What follows belongs to an exercise in optimizing a design on an open flow for small area and a short achievable clock period; a production flow would make more cautious choices.

## v26
==> flow/design.v <==
package accum_bank_pkg;
  localparam int sys_cols   = 4;
  localparam int P_BITWIDTH = 16;
endpackage
module accum_column
#(
  parameter int IN_W  = accum_bank_pkg::P_BITWIDTH,
  parameter int ACC_W = 32,
  parameter int DEPTH = 16
) (
  input  logic             clk,
  input  logic             valid_i,
  input  logic             first_i,
  input  logic [IN_W-1:0]  data_i,
  output logic [ACC_W-1:0] data_o,
  output logic             ovf_o
);
  localparam int HI_W = ACC_W - IN_W;
  localparam int LV   = $clog2(IN_W);
  logic [ACC_W:0] body_q [DEPTH-1];
  logic [ACC_W:0] tail_q;
  logic [ACC_W:0] head_s;
  logic [IN_W-1:0] a_lo_s, s_lo_s, res_lo_s;
  logic            c_lo_s, sx_s;
  logic [HI_W-1:0] a_hi_s, inc_s, dec_s, up_s, dn_s, res_hi_s;
  logic [HI_W-1:0] all1_s, all0_s;
  logic            is_max_s, is_min_s, ovf_s, flag_s;
  assign head_s = body_q[0];
  assign a_hi_s = head_s[ACC_W-1:IN_W];
  assign a_lo_s = head_s[IN_W-1:0];
  assign sx_s   = data_i[IN_W-1];
  logic [IN_W-1:0] g_s [LV+1];
  logic [IN_W-1:0] t_s [LV+1];
  logic [IN_W:0]   c_s;
  assign g_s[0] = a_lo_s & data_i;
  assign t_s[0] = a_lo_s | data_i;
  for (genvar l = 1; l <= LV; l++) begin : g_ks
    for (genvar i = 0; i < IN_W; i++) begin : g_bit
      if (i >= (1 << (l-1))) begin : g_op
        assign g_s[l][i] = g_s[l-1][i] | (t_s[l-1][i] & g_s[l-1][i-(1<<(l-1))]);
        assign t_s[l][i] = t_s[l-1][i] & t_s[l-1][i-(1<<(l-1))];
      end else begin : g_pass
        assign g_s[l][i] = g_s[l-1][i];
        assign t_s[l][i] = t_s[l-1][i];
      end
    end
  end
  assign c_s    = {g_s[LV], 1'b0};
  assign s_lo_s = (a_lo_s ^ c_s[IN_W-1:0]) ^ data_i;
  assign c_lo_s = c_s[IN_W];
  for (genvar i = 0; i < HI_W; i++) begin : g_hi
    assign all1_s[i] = &a_hi_s[i:0];
    assign all0_s[i] = ~|a_hi_s[i:0];
  end
  assign inc_s    = a_hi_s ^ {all1_s[HI_W-2:0], 1'b1};
  assign dec_s    = a_hi_s ^ {all0_s[HI_W-2:0], 1'b1};
  assign is_max_s = ~a_hi_s[HI_W-1] & all1_s[HI_W-2];
  assign is_min_s =  a_hi_s[HI_W-1] & all0_s[HI_W-2];
  assign up_s     = is_max_s ? a_hi_s : inc_s;
  assign dn_s     = is_min_s ? a_hi_s : dec_s;
  always_comb begin
    ovf_s = sx_s ? (~c_lo_s & is_min_s) : (c_lo_s & is_max_s);
    if (first_i) begin
      res_hi_s = {HI_W{sx_s}};
      res_lo_s = data_i;
    end else begin
      if (c_lo_s) res_hi_s = sx_s ? a_hi_s : up_s;
      else        res_hi_s = sx_s ? dn_s : a_hi_s;
      res_lo_s = ovf_s ? {IN_W{~sx_s}} : s_lo_s;
    end
    flag_s = ~first_i & (head_s[ACC_W] | ovf_s);
  end
  always_ff @(posedge clk) begin
    if (valid_i) begin
      tail_q <= {flag_s, res_hi_s, res_lo_s};
      body_q[DEPTH-2] <= tail_q;
      for (int i = 0; i < DEPTH-2; i++) body_q[i] <= body_q[i+1];
    end
  end
  assign data_o = tail_q[ACC_W-1:0];
  assign ovf_o  = tail_q[ACC_W];
endmodule
module accum_bank
#(
  parameter int COLS     = accum_bank_pkg::sys_cols,
  parameter int IN_W     = accum_bank_pkg::P_BITWIDTH,
  parameter int ACC_W    = 32,
  parameter int DEPTH    = 16,
  parameter bit SATURATE = 1'b1,
  localparam int ROW_W   = $clog2(DEPTH)
) (
  input  logic                  clk,
  input  logic                  rst,
  input  logic                  i_valid,
  input  logic                  i_first,
  input  logic                  i_last,
  input  logic [COLS*IN_W-1:0]  i_data,
  output logic [COLS-1:0]       o_valid,
  output logic [COLS*ROW_W-1:0] o_row,
  output logic [COLS*ACC_W-1:0] o_data,
  output logic [COLS-1:0]       o_ovf,
  output logic                  o_tile_done
);
  logic [COLS:0]  v_s, e_s, f_s;
  logic [ROW_W-1:0] r_s [COLS+1];
  logic [ROW_W-1:0] row_q;
  logic             done_q;
  always_ff @(posedge clk or posedge rst) begin
    if (rst) row_q <= '0;
    else if (i_valid) row_q <= row_q + 1'b1;
  end
  assign v_s[0] = i_valid;
  assign e_s[0] = i_valid & i_last;
  assign f_s[0] = i_first;
  assign r_s[0] = row_q;
  for (genvar s = 1; s <= COLS; s++) begin : g_stage
    always_ff @(posedge clk or posedge rst) begin
      if (rst) begin
        v_s[s] <= 1'b0;
        e_s[s] <= 1'b0;
      end else begin
        v_s[s] <= v_s[s-1];
        e_s[s] <= e_s[s-1];
      end
    end
    always_ff @(posedge clk) begin
      f_s[s] <= f_s[s-1];
      r_s[s] <= r_s[s-1];
    end
  end
  always_ff @(posedge clk or posedge rst) begin
    if (rst) done_q <= 1'b0;
    else     done_q <= e_s[COLS-1] & (r_s[COLS-1] == ROW_W'(DEPTH-1));
  end
  assign o_tile_done = done_q;
  for (genvar c = 0; c < COLS; c++) begin : g_lane
    accum_column #(
      .IN_W (IN_W),
      .ACC_W(ACC_W),
      .DEPTH(DEPTH)
    ) u_col (
      .clk    (clk),
      .valid_i(v_s[c]),
      .first_i(f_s[c]),
      .data_i (i_data[c*IN_W +: IN_W]),
      .data_o (o_data[c*ACC_W +: ACC_W]),
      .ovf_o  (o_ovf[c])
    );
    assign o_valid[c]             = e_s[c+1];
    assign o_row[c*ROW_W +: ROW_W] = r_s[c+1];
  end
endmodule
Settings: LEC_CHECK=0, ABC_CLOCK_PERIOD_IN_PS=3000, CAP_MARGIN=20, CORE_MARGIN=2, CORE_UTILIZATION=40, SETUP_SLACK_MARGIN=4.5, SLEW_MARGIN=20; clock period 7.5 ns.
run.sh (not shown) runs the stock make flow with config.mk's settings and CLKGATE_MAP_FILE= SYNTH_SCRIPT=/design/flow/synth_recipe.tcl, a recipe that flattens the netlist after the stock synthesis.
v26 was carried through to the last stage, and its layout satisfied the timing, design-rule and antenna checks.
Changes in v36 relative to v26:
-- flow/design.v --
<<< v26, line 17
);
  localparam int HI_W = ACC_W - IN_W;
  localparam int LV   = $clog2(IN_W);
  logic [ACC_W:0] body_q [DEPTH-1];
  logic [ACC_W:0] tail_q;
  logic [ACC_W:0] head_s;
  logic [IN_W-1:0] a_lo_s, s_lo_s, res_lo_s;
  logic            c_lo_s, sx_s;
  logic [HI_W-1:0] a_hi_s, inc_s, dec_s, up_s, dn_s, res_hi_s;
  logic [HI_W-1:0] all1_s, all0_s;
  logic            is_max_s, is_min_s, ovf_s, flag_s;
  assign head_s = body_q[0];
  assign a_hi_s = head_s[ACC_W-1:IN_W];
  assign a_lo_s = head_s[IN_W-1:0];
  assign sx_s   = data_i[IN_W-1];
  logic [IN_W-1:0] g_s [LV+1];
  logic [IN_W-1:0] t_s [LV+1];
  logic [IN_W:0]   c_s;
  assign g_s[0] = a_lo_s & data_i;
  assign t_s[0] = a_lo_s | data_i;
  for (genvar l = 1; l <= LV; l++) begin : g_ks
    for (genvar i = 0; i < IN_W; i++) begin : g_bit
      if (i >= (1 << (l-1))) begin : g_op
        assign g_s[l][i] = g_s[l-1][i] | (t_s[l-1][i] & g_s[l-1][i-(1<<(l-1))]);
        assign t_s[l][i] = t_s[l-1][i] & t_s[l-1][i-(1<<(l-1))];
      end else begin : g_pass
        assign g_s[l][i] = g_s[l-1][i];
        assign t_s[l][i] = t_s[l-1][i];
      end
    end
  end
  assign c_s    = {g_s[LV], 1'b0};
  assign s_lo_s = (a_lo_s ^ c_s[IN_W-1:0]) ^ data_i;
  assign c_lo_s = c_s[IN_W];
  for (genvar i = 0; i < HI_W; i++) begin : g_hi
    assign all1_s[i] = &a_hi_s[i:0];
    assign all0_s[i] = ~|a_hi_s[i:0];
  end
  assign inc_s    = a_hi_s ^ {all1_s[HI_W-2:0], 1'b1};
  assign dec_s    = a_hi_s ^ {all0_s[HI_W-2:0], 1'b1};
  assign is_max_s = ~a_hi_s[HI_W-1] & all1_s[HI_W-2];
  assign is_min_s =  a_hi_s[HI_W-1] & all0_s[HI_W-2];
  assign up_s     = is_max_s ? a_hi_s : inc_s;
  assign dn_s     = is_min_s ? a_hi_s : dec_s;
  always_comb begin
    ovf_s = sx_s ? (~c_lo_s & is_min_s) : (c_lo_s & is_max_s);
    if (first_i) begin
      res_hi_s = {HI_W{sx_s}};
      res_lo_s = data_i;
    end else begin
      if (c_lo_s) res_hi_s = sx_s ? a_hi_s : up_s;
      else        res_hi_s = sx_s ? dn_s : a_hi_s;
      res_lo_s = ovf_s ? {IN_W{~sx_s}} : s_lo_s;
    end
    flag_s = ~first_i & (head_s[ACC_W] | ovf_s);
>>> v36, line 17
);
  localparam int HI_W = ACC_W - IN_W;
  logic [ACC_W:0] body_q [DEPTH-1];
  logic [ACC_W:0] tail_q;
  logic [ACC_W:0] head_s;
  logic [IN_W-1:0] a_lo_s, s_lo_s;
  logic            c_lo_s, sx_s;
  logic [HI_W-1:0] a_hi_s, inc_s, dec_s, hi_s, res_hi_s;
  logic [IN_W-1:0] res_lo_s;
  logic            is_max_s, is_min_s, ovf_s, flag_s;
  assign head_s = body_q[0];
  assign a_hi_s = head_s[ACC_W-1:IN_W];
  assign a_lo_s = first_i ? '0 : head_s[IN_W-1:0];
  assign sx_s   = data_i[IN_W-1];
  assign {c_lo_s, s_lo_s} = {1'b0, a_lo_s} + {1'b0, data_i};
  assign inc_s    = a_hi_s + 1'b1;
  assign dec_s    = a_hi_s - 1'b1;
  assign is_max_s = (a_hi_s == {1'b0, {(HI_W-1){1'b1}}});
  assign is_min_s = (a_hi_s == {1'b1, {(HI_W-1){1'b0}}});
  always_comb begin
    case ({c_lo_s, sx_s})
      2'b10:   hi_s = inc_s;
      2'b01:   hi_s = dec_s;
      default: hi_s = a_hi_s;
    endcase
    ovf_s = ~first_i & ((c_lo_s & ~sx_s & is_max_s) | (~c_lo_s & sx_s & is_min_s));
    if (first_i) begin
      res_hi_s = {HI_W{sx_s}};
      res_lo_s = data_i;
    end else if (ovf_s) begin
      res_hi_s = {sx_s, {(HI_W-1){~sx_s}}};
      res_lo_s = {IN_W{~sx_s}};
    end else begin
      res_hi_s = hi_s;
      res_lo_s = s_lo_s;
    end
    flag_s = ~first_i & (head_s[ACC_W] | ovf_s);
==> comparison <==
On final wirelength: v36 sits below v26. Average detailed-routed wire length per instance: v36 vs v26 down about 2.4%. Changes observed in v36 relative to v26: area taken by multi-input logic gates increased 830 um2, utilization after layout essentially unchanged, area share of and/or/nand/nor cells after synthesis decreased 0.73 points. v36 vs. v26: routability congestion estimate went up by 0.010. v36 vs. v26: synthesized cell count went down by 50; multiplexer area fraction after synthesis up 0.28 points.
No functional check of the RTL was part of any run of this note.

## what the ideal ports hide
In the flow no input, the clock included, has a driving cell. The finished layouts below were timed again as built, in two steps.
Step 1 (the two cells are an assumption about what drives the block):
set clk [get_ports {clk}]
set_driving_cell -lib_cell sky130_fd_sc_hd__clkbuf_16 $clk
set_driving_cell -lib_cell sky130_fd_sc_hd__buf_2 [delete_from_list [all_inputs] $clk]
Step 2 times the ports against the registers' clock, not the clock port: input delays grow and output delays shrink by t, the midpoint of the rising clock arrivals with the driver on.
a / b / c = ideal / step 1 / step 2; a / b = the first two.
| run | t, ns | slack for setup (ns) | hold WS [ns] | worst setup path after step 2 |
|---|---|---|---|---|
| v26 | 0.887 | 3.733 / 3.731 / 2.844 | 0.338 / 0.338 / 0.338 | input to register |
| v36 | 0.893 | 2.606 / 2.663 / 1.770 | 0.351 / 0.351 / 0.351 | input to register |
After both steps setup and hold are still met in every run listed. The setup slack of v26, which loses most, moves by -0.002 ns with the drivers and by -0.889 ns with both steps.
